Context: an optimization exercise on an open-source flow, tuned for small area. The choices shown serve that exercise and are no tape-out recipe. In this exercise RTL edits were held to simulation tests only and were not proved equivalent to the original. No activity file was given, so power comes from the tool's default toggle rates.

==> v37 <==
Design odd_pipe, start of the top module:
module odd_pipe (
    input  logic         clock,
    input  logic         reset,
    input  logic [4:0]   issue_opcode,
    input  logic [127:0] issue_ra,
    input  logic [127:0] issue_rb,
    input  logic [127:0] issue_rt_data,
    input  logic [6:0]   issue_rt_address,
    input  logic [6:0]   issue_i7,
    input  logic [15:0]  issue_i16,
    input  logic [31:0]  issue_pc,
    output logic [142:0] fw_stage1,
    output logic [142:0] fw_stage2,
    output logic [142:0] fw_stage3,
    output logic [142:0] fw_stage4,
    output logic [142:0] fw_stage5,
    output logic [142:0] fw_stage6,
    output logic [142:0] fw_stage7,
    output logic [142:0] result,
    output logic         branch_taken,
    output logic [31:0]  next_pc
);
==> module branch_unit, before the edit <==
module branch_unit (
    input  logic         reset,
    input  logic [4:0]   opcode,
    input  logic [31:0]  rt_word,
    input  logic [15:0]  i16,
    input  logic [17:0]  pc,
    output logic         is_branch,
    output logic         is_link,
    output logic [17:0]  link,
    output logic         taken,
    output logic [17:0]  next_pc
);
    logic [17:0] relative_target;
    logic [17:0] absolute_target;
    logic [17:0] link_pc;
    logic        word_nz, half_nz;
    logic        op_rel, op_abs, op_cond, cond;
    logic [16:0] rc, lc;
    logic [15:0] rs, ls;
    always_comb
    begin
        rc[0] = 1'b0;
        lc[0] = 1'b1;
        for (int k = 0; k < 16; k++)
        begin
            rs[k]     = pc[k + 2] ^ i16[k] ^ rc[k];
            rc[k + 1] = (pc[k + 2] & i16[k]) | (rc[k] & (pc[k + 2] ^ i16[k]));
            ls[k]     = pc[k + 2] ^ lc[k];
            lc[k + 1] = pc[k + 2] & lc[k];
        end
    end
    assign relative_target = {rs, pc[1:0]};
    assign absolute_target = {i16, 2'b00};
    assign link_pc         = {ls, pc[1:0]};
    assign word_nz = |rt_word;
    assign half_nz = |rt_word[15:0];
    always_comb
    begin
        is_branch = 1'b0;
        is_link   = 1'b0;
        op_rel    = 1'b0;
        op_abs    = 1'b0;
        op_cond   = 1'b0;
        cond      = 1'b0;
        case (opcode)
            5'd14:    begin is_branch = 1'b1; op_rel = 1'b1; end
            5'd15:   begin is_branch = 1'b1; op_abs = 1'b1; end
            5'd16:  begin is_branch = 1'b1; op_rel = 1'b1; is_link = 1'b1; end
            5'd17: begin is_branch = 1'b1; op_abs = 1'b1; is_link = 1'b1; end
            5'd18:  begin is_branch = 1'b1; op_cond = 1'b1; cond = word_nz; end
            5'd19:   begin is_branch = 1'b1; op_cond = 1'b1; cond = ~word_nz; end
            5'd20: begin is_branch = 1'b1; op_cond = 1'b1; cond = half_nz; end
            5'd21:  begin is_branch = 1'b1; op_cond = 1'b1; cond = ~half_nz; end
            default: ;
        endcase
        if (reset)
        begin
            is_branch = 1'b0;
            is_link   = 1'b0;
            op_rel    = 1'b0;
            op_abs    = 1'b0;
            op_cond   = 1'b0;
        end
    end
    assign taken = op_rel | op_abs | (op_cond & cond);
    assign link  = is_link ? link_pc : 18'd0;
    always_comb
    begin
        next_pc = '0;
        if (op_rel)
            next_pc = relative_target;
        else if (op_abs)
            next_pc = absolute_target;
        else if (op_cond)
            next_pc = cond ? {relative_target[17:2], 2'b00} : link_pc;
    end
endmodule
Settings: LEC_CHECK=0, CAP_MARGIN=20, CORE_AREA=5 5 265 265, DIE_AREA=0 0 270 270, SLEW_MARGIN=20; clock period 8.0 ns.
standard.sh (not shown) runs the stock make flow with config.mk's settings and CLKGATE_MAP_FILE= SYNTH_SCRIPT=/design/flow/synth_recipe.tcl, a recipe that flattens the netlist after the stock synthesis.
==> flow/flow/run.sh <==
#!/bin/bash
# Layout flow:
#  2. the same synthesis again, with the rotator module swapped for a
#     cell-level version (flow/genrot.py);
#  3. the rest of the combinational logic mapped again for area, the
#     rotator's cells, the full and half adders and all registers left as
#     they are;
#  4. the registers checked against the standard synthesis (same names and
#     cells), else the standard netlist is remapped instead;
#  5. the standard layout, with the smallest buffer on the ports, pins one
#     track apart (the clock pin placed first, with room around it:
#     flow/pins.tcl) and a clock tree without dummy loads.
# Each tool's output goes to its own log here.
set -euo pipefail
bash standard.sh synth > synth.log 2>&1

RES=orfs/results/sky130hd/odd_pipe/base
LIB=$FLOW_HOME/platforms/sky130hd/lib/sky130_fd_sc_hd__tt_025C_1v80.lib
cp $RES/1_2_yosys.v 1_2_yosys_standard.v

# 2. synthesis with the cell-level rotator
python3 flow/genrot.py > cells_struct.v
python3 flow/swapmod.py design.v cells_struct.v > design_mine.v
sed "s#$PWD/design.v#$PWD/design_mine.v#" config.mk > config_mine.mk
sed "s#$PWD/config.mk#$PWD/config_mine.mk#g;s#$PWD/orfs#$PWD/orfs_mine#g" standard.sh > standard_mine.sh
bash standard_mine.sh synth > synth_mine.log 2>&1
MINE=orfs_mine/results/sky130hd/odd_pipe/base/1_2_yosys.v

# 3. area remap of the other combinational cells
python3 flow/mkmap.py $LIB cells_map.v > mkmap.log 2>&1
DU=""
for c in $(sed -n 's/^export DONT_USE_CELLS += *//p;/^ *sky130_fd_sc_hd__lpflow/p;/^ *sky130_fd_sc_hd__probe/p' $FLOW_HOME/platforms/sky130hd/config.mk | tr -d '\\'); do
  DU="$DU -dont_use $c"
done
printf 'set_driving_cell sky130_fd_sc_hd__buf_1\nset_load 5\n' > abc.constr
remap() {
  cat > remap_$3.ys <<EOT
read_liberty -lib $LIB
read_verilog $1
hierarchy -top $FLOW_TOP
select -set keep c:u_permute.u_rot.* t:sky130_fd_sc_hd__fa_* t:sky130_fd_sc_hd__ha_*
techmap -map cells_map.v c:* @keep %d
techmap
opt -purge
abc -script $PWD/flow/remap.abc -liberty $LIB $DU -constr $PWD/abc.constr -D 8000
opt_clean -purge
splitnets
opt_clean -purge
hilomap -singleton -hicell sky130_fd_sc_hd__conb_1 HI -locell sky130_fd_sc_hd__conb_1 LO
insbuf -buf sky130_fd_sc_hd__buf_1 A X
opt_clean -purge
write_verilog -noattr -nohex -nodec $2
EOT
  yosys -s remap_$3.ys > remap_$3.log 2>&1
}

# 4. keep the cell-level rotator only if the registers match the standard ones
if remap $MINE remapped_mine.v mine && python3 flow/regcheck.py 1_2_yosys_standard.v remapped_mine.v > regcheck.log 2>&1; then
  cp remapped_mine.v $RES/1_2_yosys.v
else
  remap 1_2_yosys_standard.v remapped_standard.v standard
  python3 flow/regcheck.py 1_2_yosys_standard.v remapped_standard.v > regcheck_standard.log 2>&1
  cp remapped_standard.v $RES/1_2_yosys.v
fi
rm -f $RES/1_synth.odb

# 5. layout
export BUFFER_PORTS_ARGS="-buffer_cell sky130_fd_sc_hd__buf_1"
export CTS_ARGS="-sink_clustering_enable -repair_clock_nets -dont_use_dummy_load -buf_list {sky130_fd_sc_hd__clkbuf_8} -sink_clustering_buffer sky130_fd_sc_hd__clkbuf_16 -sink_clustering_size 30 -sink_clustering_max_diameter 80"
export PLACE_PINS_ARGS="-min_distance 1 -min_distance_in_tracks -corner_avoidance 6"
export PRE_IO_PLACEMENT_TCL=$PWD/flow/pins.tcl
bash standard.sh finish > layout.log 2>&1
Other scripts of this flow, unchanged in this note and not shown: flow/flow/genrot.py, flow/flow/mkmap.py, flow/flow/pins.tcl, flow/flow/regcheck.py, flow/flow/remap.abc, flow/flow/swapmod.py
==> inputs of v32, as changes to v37 <==
--- a/flow/design.v
+++ b/flow/design.v
@@ -139,21 +139,7 @@
     logic        word_nz, half_nz;
     logic        op_rel, op_abs, op_cond, cond;
-    logic [16:0] rc, lc;
-    logic [15:0] rs, ls;
-    always_comb
-    begin
-        rc[0] = 1'b0;
-        lc[0] = 1'b1;
-        for (int k = 0; k < 16; k++)
-        begin
-            rs[k]     = pc[k + 2] ^ i16[k] ^ rc[k];
-            rc[k + 1] = (pc[k + 2] & i16[k]) | (rc[k] & (pc[k + 2] ^ i16[k]));
-            ls[k]     = pc[k + 2] ^ lc[k];
-            lc[k + 1] = pc[k + 2] & lc[k];
-        end
-    end
-    assign relative_target = {rs, pc[1:0]};
+    assign relative_target = {pc[17:2] + i16, pc[1:0]};
     assign absolute_target = {i16, 2'b00};
-    assign link_pc         = {ls, pc[1:0]};
+    assign link_pc         = {pc[17:2] + 16'd1, pc[1:0]};
     assign word_nz = |rt_word;
     assign half_nz = |rt_word[15:0];
--- a/flow/flow/run.sh
+++ b/flow/flow/run.sh
@@ -4,6 +4,5 @@
 #     cell-level version (flow/genrot.py);
 #  3. the rest of the combinational logic mapped again for area, the
-#     rotator's cells, the full and half adders and all registers left as
-#     they are;
+#     rotator's cells and all registers left as they are;
 #  4. the registers checked against the standard synthesis (same names and
 #     cells), else the standard netlist is remapped instead;
@@ -39,5 +38,5 @@
 read_verilog $1
 hierarchy -top $FLOW_TOP
-select -set keep c:u_permute.u_rot.* t:sky130_fd_sc_hd__fa_* t:sky130_fd_sc_hd__ha_*
+select -set keep c:u_permute.u_rot.*
 techmap -map cells_map.v c:* @keep %d
 techmap
@@ -67,5 +66,5 @@
 # 5. layout
 export BUFFER_PORTS_ARGS="-buffer_cell sky130_fd_sc_hd__buf_1"
-export CTS_ARGS="-sink_clustering_enable -repair_clock_nets -dont_use_dummy_load -buf_list {sky130_fd_sc_hd__clkbuf_8} -sink_clustering_buffer sky130_fd_sc_hd__clkbuf_16 -sink_clustering_size 30 -sink_clustering_max_diameter 80"
+export CTS_ARGS="-sink_clustering_enable -repair_clock_nets -dont_use_dummy_load -buf_list {sky130_fd_sc_hd__clkbuf_8} -sink_clustering_size 20 -sink_clustering_max_diameter 40"
 export PLACE_PINS_ARGS="-min_distance 1 -min_distance_in_tracks -corner_avoidance 6"
 export PRE_IO_PLACEMENT_TCL=$PWD/flow/pins.tcl
Settings changed: CORE_AREA 5 5 265 265 to 5 5 295 295, DIE_AREA 0 0 270 270 to 0 0 300 300.
==> qor summary <==
quantity                                                                v37                    v32
Result of the run                          no timing/DRC/antenna violations  no timing/DRC/antenna violations
Final worst path period need                                        7.31 ns                6.64 ns
CTS clock-pin slew for the worst setup and hold paths               0.11 ns                0.09 ns
Vias in the first global route                                        31500                  32100
Comb power                                                          1.87 mW                1.79 mW
Area share of buffers outside the clock network                       13.2%                  13.2%
Tapcell Cnt                                                             873                   1080
Clk network pwr share                                                 24.0%                  27.2%
Routability congestion estimate from global placement                  1.16                   1.06
Capturing instance or port of the critical path               next_pc_q[16]  u_chain.stage1_q[101]
Die span in x                                                        270 um                 300 um
Core region area                                                 67200 um^2             83600 um^2
Setup ws final                                                     0.694 ns                1.36 ns
DR iter-0 viols                                                        4755                   3984
Area of the mapped netlist                                       33900 um^2             34000 um^2
Standard-cell rows                                                       95                    106
DP Worst Slack                                                    0.0339 ns               0.799 ns
Clock buf count                                                          47                    117
Comb power frac                                                       17.1%                  16.0%
Total number of vias                                                  33900                  34200
Arrival time reported for the critical path endpoint                7.88 ns                7.21 ns
Maximum number of pins on one net before global-route repair            141                    129
Area enclosed by the die boundary                                72900 um^2             90000 um^2
Area added between synthesis and finish                               23.1%                  25.8%

[static timing again, ports no longer ideal]
The results above use ideal ports. As a check the final layouts listed here were re-extracted and re-timed, cells and wires unchanged. Step 1: set_driving_cell puts a clkbuf_16 on clock and a buf_2 on each other input, an assumption about the parent block. Step 2 adds t to the input delays and takes it off the output delays; t is the mean of the earliest and latest rising clock arrival at the registers after step 1. Input paths then give back, and output paths get back, about the clock's delay inside the block. Three values: no drivers, after step 1, after step 2; two values: the first two.
run | t, ns | setup slack, ns | clock arrival spread, ns | pins driven straight from the clock port
v37 | 0.772 | 0.694 / 0.694 / -0.078 | 0.109 / 0.109 | 1
v32 | 0.771 | 1.357 / 1.316 / 0.545 | 0.151 / 0.151 | 1
With both steps, setup timing fails in v37, where it was met with ideal ports. For v32, which loses most, drivers alone change the setup slack by -0.041 ns; drivers and shift together by -0.812 ns.
